Source: an optimization exercise on an open RTL-to-GDS flow (aim: small area, a short achievable clock period and few clock cycles per item). Production flows keep margins and buffers that such runs may drop. RTL that was checked went through simulation tests only; none was proved equivalent to the original. Power figures rest on the tool's default switching activity, not on a simulated workload.

## wallace_mac
module wallace_mac (
    input  wire        clk,
    input  wire        arst_n,
    input  wire        req,
    output logic       ack,
    input  wire [15:0] a,
    input  wire [15:0] b,
    input  wire [31:0] acc,
    input  wire        cin,
    output logic [32:0] result
);
Settings: LEC_CHECK=0, CAP_MARGIN=20, CORE_MARGIN=2, CORE_UTILIZATION=40, SETUP_SLACK_MARGIN=1.5, SLEW_MARGIN=20; clock period 6.0 ns.
run.sh (not shown) runs the stock make flow with config.mk's settings and CLKGATE_MAP_FILE= SYNTH_SCRIPT=/design/flow/synth_recipe.tcl, a recipe that flattens the netlist after the stock synthesis.
The first run produced a clean layout.
Change:
Settings changed: SETUP_SLACK_MARGIN 1.5 to 2.5.
Result: The changed run went through all stages and came out clean; count of clock-buffer cells in the layout is unchanged; die area does not change; power increases by 3.8%; synthesized cell count stays the same; setup slack improved by 0.038 ns; global-route usage increases by 0.81 points; hold slack hardly moves.
Function was not checked in any run of this note: the RTL went through the layout flow alone.

---

run A:
wallace_mac, a different RTL version from the one above (not shown whole).
For scale: ~920 cells after synthesis, about 100 I/O pins.
==> flow/config.mk <==
export PLATFORM = sky130hd
export DESIGN_NAME = wallace_mac
export DESIGN_NICKNAME = wallace_mac
export VERILOG_FILES = /design/flow/design.v
export SDC_FILE = /design/flow/constraint.sdc
export NUM_CORES = 4
export LEC_CHECK = 0
export CAP_MARGIN = 20
export CORE_MARGIN = 2
export CORE_UTILIZATION = 55
export CTS_BUF_LIST = sky130_fd_sc_hd__clkbuf_8
export SETUP_SLACK_MARGIN = 2.0
export SLEW_MARGIN = 20
export SYNTH_HIERARCHICAL = 1
export SYNTH_MINIMUM_KEEP_SIZE = 0
==> flow/constraint.sdc <==
create_clock -name core_clock -period 6.0 [get_ports {clk}]
set_input_delay 1.2000 -clock core_clock [delete_from_list [all_inputs] [get_ports {clk}]]
set_output_delay 1.2000 -clock core_clock [all_outputs]
set_load 0.01 [all_outputs]
standard.sh (not shown) runs the stock make flow with config.mk's settings and CLKGATE_MAP_FILE= SYNTH_SCRIPT=/design/flow/synth_recipe.tcl, a recipe that flattens the netlist after the stock synthesis.
==> flow/flow/run.sh <==
#!/bin/bash
# The standard layout (the standard.sh: ORFS synthesis and place and route,
# unchanged), except that the port buffers that global placement inserts on
# every input and output use a plain buffer cell rather than the delay cell
# the resizer would pick by default.
set -euo pipefail
export BUFFER_PORTS_ARGS="-buffer_cell ${PORT_BUFFER:-sky130_fd_sc_hd__buf_2}"
bash standard.sh > standard_flow.log 2>&1
Testbench counts of run A, summed over its fixed seeds: cycles 16,000, items 8,000.
For run B, these inputs were changed with respect to run A:
-- flow/config.mk --
<<< run A, line 8
export CAP_MARGIN = 20
export CORE_MARGIN = 2
export CORE_UTILIZATION = 55
export CTS_BUF_LIST = sky130_fd_sc_hd__clkbuf_8
export SETUP_SLACK_MARGIN = 2.0
export SLEW_MARGIN = 20
export SYNTH_HIERARCHICAL = 1
>>> run B, line 8
export CAP_MARGIN = 20
export CORE_MARGIN = 2
export CORE_UTILIZATION = 40
export CTS_BUF_LIST = sky130_fd_sc_hd__clkbuf_8
export SETUP_SLACK_MARGIN = 1.9
export SLEW_MARGIN = 20
export SYNTH_HIERARCHICAL = 1
Findings:
The maximum level of the CTS H-tree on run A is in line with that on run B.
Met1 wire length, run B and run A: higher on run B
[run B] overall via count from detail_route rose 37 relative to run A
## Diff of input files: run C against run B
-- flow/config.mk --
<<< run B, line 10
export CORE_UTILIZATION = 40
export CTS_BUF_LIST = sky130_fd_sc_hd__clkbuf_8
export SETUP_SLACK_MARGIN = 1.9
export SLEW_MARGIN = 20
export SYNTH_HIERARCHICAL = 1
>>> run C, line 10
export CORE_UTILIZATION = 40
export CTS_BUF_LIST = sky130_fd_sc_hd__clkbuf_8
export SETUP_SLACK_MARGIN = 2.4
export SLEW_MARGIN = 20
export SYNTH_HIERARCHICAL = 1
- Run C: PASS, flow complete, no timing, DRC or antenna violations
- The count of filler cells inserted in the layout in run C is 0.936 times that in run B.
- Area growth from synthesis to layout, run C and run B: larger value in run C
- Comparing run C and run B, global router's overall resource usage is higher on run C.
Edits applied to the flow inputs when going from run C to run D:
-- flow/config.mk --
<<< run C, line 10
export CORE_UTILIZATION = 40
export CTS_BUF_LIST = sky130_fd_sc_hd__clkbuf_8
export SETUP_SLACK_MARGIN = 2.4
export SLEW_MARGIN = 20
export SYNTH_HIERARCHICAL = 1
>>> run D, line 10
export CORE_UTILIZATION = 40
export CTS_BUF_LIST = sky130_fd_sc_hd__clkbuf_8
export SETUP_SLACK_MARGIN = 2.0
export SLEW_MARGIN = 20
export SYNTH_HIERARCHICAL = 1
==> comparison <==
- Run D: static leakage about 12% below run C
- Run C → run D: sequential portion of the cell area higher; worst setup margin higher; largest net degree at the start of global routing roughly the same; met1 global-route usage higher.
- Run D ends up with a switching fraction of total power that is 1.7 points higher than in run C.
- Ratio of total power to cell area came out higher on run D than on run C.
- Cell count, run D vs run C: down by a few percent
- Run D ended up with a lower area overhead of the layout relative to synthesis than run C did.

---

Setup of garnet:
Another version of the RTL of wallace_mac (not shown whole).
Size in the first run: about 9900 sq um of cells after synthesis.
// wallace_mac
module wallace_mac (
    input  wire        clk,
    input  wire        arst_n,
    input  wire        req,
    output logic       ack,
    input  wire [15:0] a,
    input  wire [15:0] b,
    input  wire [31:0] acc,
    input  wire        cin,
    output logic [32:0] result
);
clock: 6.0 ns
lec_check: 0
cap_margin: 20
core_margin: 2
core_utilization: 40
cts_buf_list: sky130_fd_sc_hd__clkbuf_8
place_density: 0.8
setup_slack_margin: 2.0
slew_margin: 20
synth_hierarchical: 1
synth_minimum_keep_size: 0
Scripts as last shown in full above: flow/flow/run.sh
garnet has completed all stages; timing, DRC and antenna checks passed.
Testbench counts of garnet, summed over its fixed seeds: cycles 16,000, items 8,000.
Setup changes, garnet to ember
Settings: PLACE_DENSITY no longer set, was 0.8; SETUP_SLACK_MARGIN now 1.95, was 2.0.
Findings:
- Looking at power in combinational cells, ember sits 8.5% higher than garnet does.
- Power attributed to the clock group: ember and garnet compared, lower one is ember
- ember against garnet: sequential share of power decreased by 0.7 points relative to the old numbers; total power now sits higher; fraction of power consumed by combinational cells increased 2.2 points.
Changes in delta relative to ember:
Settings: SETUP_SLACK_MARGIN changed from 1.95 to 2.3.
Compared with ember, delta shows a final worst-path cycle share that is 0.57 points lower.
On half-perimeter wire length of the detailed placement result: delta sits above ember.
r_fs_141 as the start point of the critical path was reported by ember, and r_fc_181 by delta.
TritonCTS sink count: ember vs delta identical
When delta is set beside ember, its time the worst path needs with I/O delays and setup turns out to be 34 ps smaller.
diff inputs: delta => quartz
Settings: a change of SETUP_SLACK_MARGIN from 2.3 to 2.0.
==> flow/flow/run.sh <==
#!/bin/bash
# The standard layout (the standard.sh: ORFS synthesis, then place and
# route), with two changes to how the layout is made:
#  - the port buffers that global placement inserts on every input and output
#    use a plain buffer cell (buf_2) rather than the delay cell the resizer
#    would pick by default;
#  - after the standard synthesis, the a21oi and nand2 gates that ABC mapped at
#    drive strength 2 start at drive strength 1 (same function and pins); the
#    resizer sizes up again whatever timing needs.
# Each step's full output goes to its own log file in this folder (ORFS's own
# per-step logs stay under orfs/logs/).
set -euo pipefail
export BUFFER_PORTS_ARGS="-buffer_cell sky130_fd_sc_hd__buf_2"
R="$PWD/orfs/results/sky130hd/wallace_mac/base"
bash standard.sh "$R/1_2_yosys.v" > synth_flow.log 2>&1
sed -i -E 's/sky130_fd_sc_hd__(a21oi|nand2)_2 /sky130_fd_sc_hd__\1_1 /' "$R/1_2_yosys.v"
grep -c "sky130_fd_sc_hd__a21oi_1 \|sky130_fd_sc_hd__nand2_1 " "$R/1_2_yosys.v" > downsize.log 2>&1 || true
bash standard.sh > standard_flow.log 2>&1
## What came out
[quartz] average vias per placed instance rose 0.082 relative to delta. The count of buffers not belonging to the clock network in the layout number comes out lower for delta vs quartz. quartz ran to completion and came out clean on the timing, design-rule and antenna checks. Final cell area: quartz below delta. Cmp quartz vs delta: global-route usage higher in quartz. Relative to delta, minimum setup slack in the final design has gone down in quartz. Number of buffers inserted during clock tree synthesis came out exactly the same in delta and quartz. delta and quartz ended up with roughly the same cell count.

---

Setup of main:
wallace_mac with an RTL version that a note above also has.
For scale: ~920 cells after synthesis, ~100 I/O pins, about 10000 µm² of cells after synthesis.
export LEC_CHECK = 0
export CAP_MARGIN = 20
export CORE_MARGIN = 2
export CORE_UTILIZATION = 40
export CTS_BUF_LIST = sky130_fd_sc_hd__clkbuf_8
export SETUP_SLACK_MARGIN = 2.0
export SLEW_MARGIN = 20
export SYNTH_HIERARCHICAL = 1
export SYNTH_MINIMUM_KEEP_SIZE = 0
create_clock -name core_clock -period 6.0 [get_ports {clk}]
==> flow/flow/run.sh <==
#!/bin/bash
# The standard layout (the standard.sh: ORFS synthesis and place and route,
# unchanged), except that the port buffers that global placement inserts on
# every input and output use a plain buffer cell rather than the delay cell
# the resizer would pick by default.
set -euo pipefail
export BUFFER_PORTS_ARGS="-buffer_cell ${PORT_BUFFER:-sky130_fd_sc_hd__buf_1}"
bash standard.sh > standard_flow.log 2>&1
Having completed the whole flow, main delivered a layout that passed the timing, design-rule and antenna checks.
Testbench counts of main, summed over its fixed seeds: cycles 16,000, items 8,000.
The inputs of the feature branch differ from those of main as listed below.
# main
export LEC_CHECK = 0
export CAP_MARGIN = 20
export CORE_MARGIN = 2
export CORE_UTILIZATION = 40
export CTS_BUF_LIST = sky130_fd_sc_hd__clkbuf_8
export SETUP_SLACK_MARGIN = 2.0
export SLEW_MARGIN = 20
export SYNTH_HIERARCHICAL = 1
export SYNTH_MINIMUM_KEEP_SIZE = 0
create_clock -name core_clock -period 6.0 [get_ports {clk}]
# the feature branch
export LEC_CHECK = 0
export CAP_MARGIN = 20
export CORE_MARGIN = 2
export CORE_UTILIZATION = 40
export CTS_BUF_LIST = sky130_fd_sc_hd__clkbuf_8
export SETUP_SLACK_MARGIN = 2.15
export SLEW_MARGIN = 20
export SYNTH_HIERARCHICAL = 1
export SYNTH_MINIMUM_KEEP_SIZE = 0
create_clock -name core_clock -period 6.0 [get_ports {clk}]
diff --git a/flow/flow/run.sh b/flow/flow/run.sh
--- a/flow/flow/run.sh
+++ b/flow/flow/run.sh
@@ -5,4 +5,4 @@
 # the resizer would pick by default.
 set -euo pipefail
-export BUFFER_PORTS_ARGS="-buffer_cell ${PORT_BUFFER:-sky130_fd_sc_hd__buf_1}"
+export BUFFER_PORTS_ARGS="-buffer_cell ${PORT_BUFFER:-sky130_fd_sc_hd__buf_2}"
 bash standard.sh > standard_flow.log 2>&1
## What came out
When the feature branch is measured against main, its routed wire length turns out 560 µm lower. Total power in the feature branch vs main: down about 3.8%. In the flow results for the feature branch and main, the part of the power in the clock network is smaller on main. The feature branch vs main: initial antenna violation count down in the feature branch. Layout net count ended up 25 lower on the feature branch than on main. In the feature branch relative to main, sum of net half-perimeters after detailed placement had gone down by a few percent. When the feature branch is measured against main, its post-cts sizing count turns out 8.5% lower. Between main and the feature branch, the flow reports worst-case vdd ir drop decreasing by more than 10%. Number of optimization iterations in the first detailed-route pass in the feature branch is 1 below main. Setup slack: the feature branch more than main.

-- afterwards: timing with drivers on the ports --
No port has a modelled driver above. Below, the same layouts with a new extraction and two added sets of constraints.
Step 1 sets driving cells, clkbuf_16 on the clock port and buf_2 on the other inputs (assumed; they add their load-dependent delay and slew).
Step 2, shift: input delay + t, output delay - t, t = (earliest + latest rising clock arrival at the registers) / 2. This alone moves slack from input paths to output paths.
Three values: no drivers, after step 1, after step 2; two values: the first two.
run | t, ns | setup slack, ns | worst data-port slew with drivers (ns)
the first run of note 1 | 0.394 | 1.426 / 1.378 / 1.261 | 0.05
the second run of note 1 | 0.395 | 1.464 / 1.419 / 1.813 | 0.19
run A | 0.409 | 2.044 / 2.021 / 1.634 | 0.06
run B | 0.419 | 2.002 / 1.964 / 1.586 | 0.05
run C | 0.411 | 2.004 / 1.963 / 1.809 | 0.15
run D | 0.420 | 2.051 / 2.008 / 1.643 | 0.08
garnet | 0.407 | 2.079 / 2.040 / 1.666 | 0.07
ember | 0.406 | 2.061 / 2.020 / 1.677 | 0.05
delta | 0.414 | 2.095 / 2.055 / 1.906 | 0.07
quartz | 0.415 | 2.038 / 1.995 / 1.690 | 0.06
main | 0.428 | 1.974 / 1.930 / 1.646 | 0.07
the feature branch | 0.406 | 1.992 / 1.950 / 1.738 | 0.09
After both steps every run listed still meets setup and hold. For run B, which loses most, drivers alone change the setup slack by -0.038 ns; drivers and shift together by -0.416 ns.
